This is an optimization exercise on Yosys and OpenROAD, whose aim is small area, a short achievable clock period and few clock cycles per item, not a production implementation. The RTL was checked by simulation tests, not by an equivalence proof against the original design. No activity file was given, so power comes from the tool's default toggle rates.

== oak ==
Design math_core_alu, start of the top module:
module math_core_alu #(
    parameter int DW = 32,
    parameter int CW = 32
) (
    input  logic          clk,
    input  logic          rst,
    input  logic [0:1]    mode,
    input  logic          in_valid,
    output logic          in_ready,
    input  logic [0:DW-1] ain,
    input  logic [0:DW-1] bin,
    output logic          out_valid,
    input  logic          out_ready,
    output logic [0:DW-1] result,
    output logic          ovf,
    output logic [0:CW-1] statistic,
    input  logic          stat_ld,
    input  logic [0:CW-1] stat_din,
    input  logic          flush,
    output logic          busy
);
==> flow/config.mk <==
export PLATFORM = sky130hd
export DESIGN_NAME = math_core_alu
export DESIGN_NICKNAME = math_core_alu
export VERILOG_FILES = /design/flow/design.v
export SDC_FILE = /design/flow/constraint.sdc
export NUM_CORES = 4
export LEC_CHECK = 0
export ABC_AREA = 1
export CAP_MARGIN = 20
export CORE_MARGIN = 2
export CORE_UTILIZATION = 40
export SLEW_MARGIN = 20
==> flow/constraint.sdc <==
create_clock -name core_clock -period 10.0 [get_ports {clk}]
set_input_delay 2.0000 -clock core_clock [delete_from_list [all_inputs] [get_ports {clk}]]
set_output_delay 2.0000 -clock core_clock [all_outputs]
set_load 0.01 [all_outputs]
standard.sh (not shown) runs the stock make flow with config.mk's settings and CLKGATE_MAP_FILE= SYNTH_SCRIPT=/design/flow/synth_recipe.tcl, a recipe that flattens the netlist after the stock synthesis.
==> flow/flow/run.sh <==
#!/bin/bash
# The standard layout, with plain buf_1 port buffers and a tighter setup target
# for timing repair; the log of the whole make run goes to standard.log.
bash standard.sh BUFFER_PORTS_ARGS="-buffer_cell sky130_fd_sc_hd__buf_1" SETUP_SLACK_MARGIN=5.6 finish > standard.log 2>&1
oak was carried through to the last stage, and its layout satisfied the timing, design-rule and antenna checks.
Testbench counts of oak, summed over its fixed seeds: cycles 16,016, items 16,000.
## Diff of input files: pine against oak
--- a/flow/config.mk
+++ b/flow/config.mk
@@ -8 +8 @@
-export ABC_AREA = 1
+export ABC_AREA = 0
--- outcome ---
In the reports for oak and pine, the smaller final hold slack belongs to oak.
Internal power summed over all cells: pine vs oak up about 13%
Result: PASS for each of oak and pine
pine vs oak — switching portion of total power rose 0.31 points.
pine vs. oak: cell depth of the worst hold path now sits at about the same level, buffers plus inverters on the worst setup path now sits lower.

========
Setup of build 87:
math_core_alu, a different RTL version from the one above (not shown whole).
Size in the first run: roughly 170 I/O pins, about 22000 um^2 of cells after synthesis.
==> flow/config.mk <==
export PLATFORM = sky130hd
export DESIGN_NAME = math_core_alu
export DESIGN_NICKNAME = math_core_alu
export VERILOG_FILES = /design/flow/design.v
export SDC_FILE = /design/flow/constraint.sdc
export NUM_CORES = 4
export LEC_CHECK = 0
export ABC_AREA = 1
export CAP_MARGIN = 20
export CORE_MARGIN = 2
export CORE_UTILIZATION = 40
export SLEW_MARGIN = 20
==> flow/constraint.sdc <==
create_clock -name core_clock -period 10.0 [get_ports {clk}]
set_input_delay 2.0000 -clock core_clock [delete_from_list [all_inputs] [get_ports {clk}]]
set_output_delay 2.0000 -clock core_clock [all_outputs]
set_load 0.01 [all_outputs]
Scripts as last shown in full above: flow/flow/run.sh
Build 87 ended with every stage complete and zero timing, DRC or antenna violations.
Testbench counts of build 87, summed over its fixed seeds: cycles 16,016, items 16,000.
diff inputs: build 87 => build 63
-- flow/flow/run.sh --
<<< build 87, line 4
bash standard.sh BUFFER_PORTS_ARGS="-buffer_cell sky130_fd_sc_hd__buf_1" SETUP_SLACK_MARGIN=5.6 finish > standard.log 2>&1
>>> build 63, line 4
bash standard.sh BUFFER_PORTS_ARGS="-buffer_cell sky130_fd_sc_hd__buf_1" SETUP_SLACK_MARGIN=5.2 finish > standard.log 2>&1
==> summary.txt <==
Between build 87 and build 63, the post-route worst hold slack is lower for build 87. Build 63 finished end to end and its layout was clean on timing, DRC and antenna. Comparing build 87 with build 63, the number of inserted filler cells in the final layout came out essentially unchanged. Between build 63 and build 87, it is build 63 whose number of CTS-inserted buffers is higher, by about 4%.
What build 54 does differently from build 63 at the input level:
-- flow/flow/run.sh --
<<< build 63, line 4
bash standard.sh BUFFER_PORTS_ARGS="-buffer_cell sky130_fd_sc_hd__buf_1" SETUP_SLACK_MARGIN=5.2 finish > standard.log 2>&1
>>> build 54, line 4
bash standard.sh BUFFER_PORTS_ARGS="-buffer_cell sky130_fd_sc_hd__buf_1" SETUP_SLACK_MARGIN=4.8 finish > standard.log 2>&1
- Per the comparison of build 54 with build 63, post-placement cell count shows no meaningful change; non-clock buffer share of cell area -1.8 points; number of non-clock buffers fell by 49; arrival time at the worst endpoint increased 180 ps; max-slew violation total from the final report roughly the same.
- met1 global-route usage for build 54: 0.69 points down relative to build 63
- Delta (build 54 minus build 63): via count shows a reduction of about 2.4%; power after layout shows a reduction of 2.1%.
#### Input delta (build 62 over build 54)
-- flow/flow/run.sh --
<<< build 54, line 4
bash standard.sh BUFFER_PORTS_ARGS="-buffer_cell sky130_fd_sc_hd__buf_1" SETUP_SLACK_MARGIN=4.8 finish > standard.log 2>&1
>>> build 62, line 4
bash standard.sh BUFFER_PORTS_ARGS="-buffer_cell sky130_fd_sc_hd__buf_1" SETUP_SLACK_MARGIN=4.4 finish > standard.log 2>&1
## What came out
- Changes observed in build 62 relative to build 54: area of all placed cells without fillers saw a decrease; share of total power in the clock network saw an increase; hold slack saw an increase; via-per-instance ratio saw little to no change; global-route track usage on met2 saw a decrease.
- Going from build 54 to build 62, power consumption shrank by about 0.8%; wire length of the first global-routing pass fell 600 um.
- On data required time of the critical path, build 62 and build 54 are basically level.
- Build 62 ended with every stage complete and zero timing, DRC or antenna violations.

[afterwards: timing with drivers on the ports]
How much do the figures lean on ideal ports? The routed layouts below were timed once more, with nothing changed but the port constraints. Step 1 (the two cells are an assumption about what drives the block):
set clk [get_ports {clk}]
set_driving_cell -lib_cell sky130_fd_sc_hd__clkbuf_16 $clk
set_driving_cell -lib_cell sky130_fd_sc_hd__buf_2 [delete_from_list [all_inputs] $clk]
Step 2 times the ports against the registers' clock, not the clock port: input delays grow and output delays shrink by t, the midpoint of the rising clock arrivals with the driver on. a / b / c = ideal ports / drivers / drivers and shift; a / b = the first two.
run	t (ns)	setup slack, ns	clock arrival spread, ns
oak	0.553	4.993 / 4.993 / 4.993	0.043 / 0.044
pine	0.542	5.002 / 4.945 / 5.118	0.019 / 0.018
build 87	0.631	5.178 / 5.178 / 5.130	0.037 / 0.037
build 63	0.623	5.050 / 5.050 / 4.814	0.031 / 0.031
build 54	0.633	4.881 / 4.881 / 4.635	0.021 / 0.022
build 62	0.626	4.559 / 4.559 / 4.451	0.040 / 0.040
After both steps every run listed still meets setup and hold. The setup slack of build 54, which loses most, moves by 0.000 ns with the drivers and by -0.246 ns with both steps.
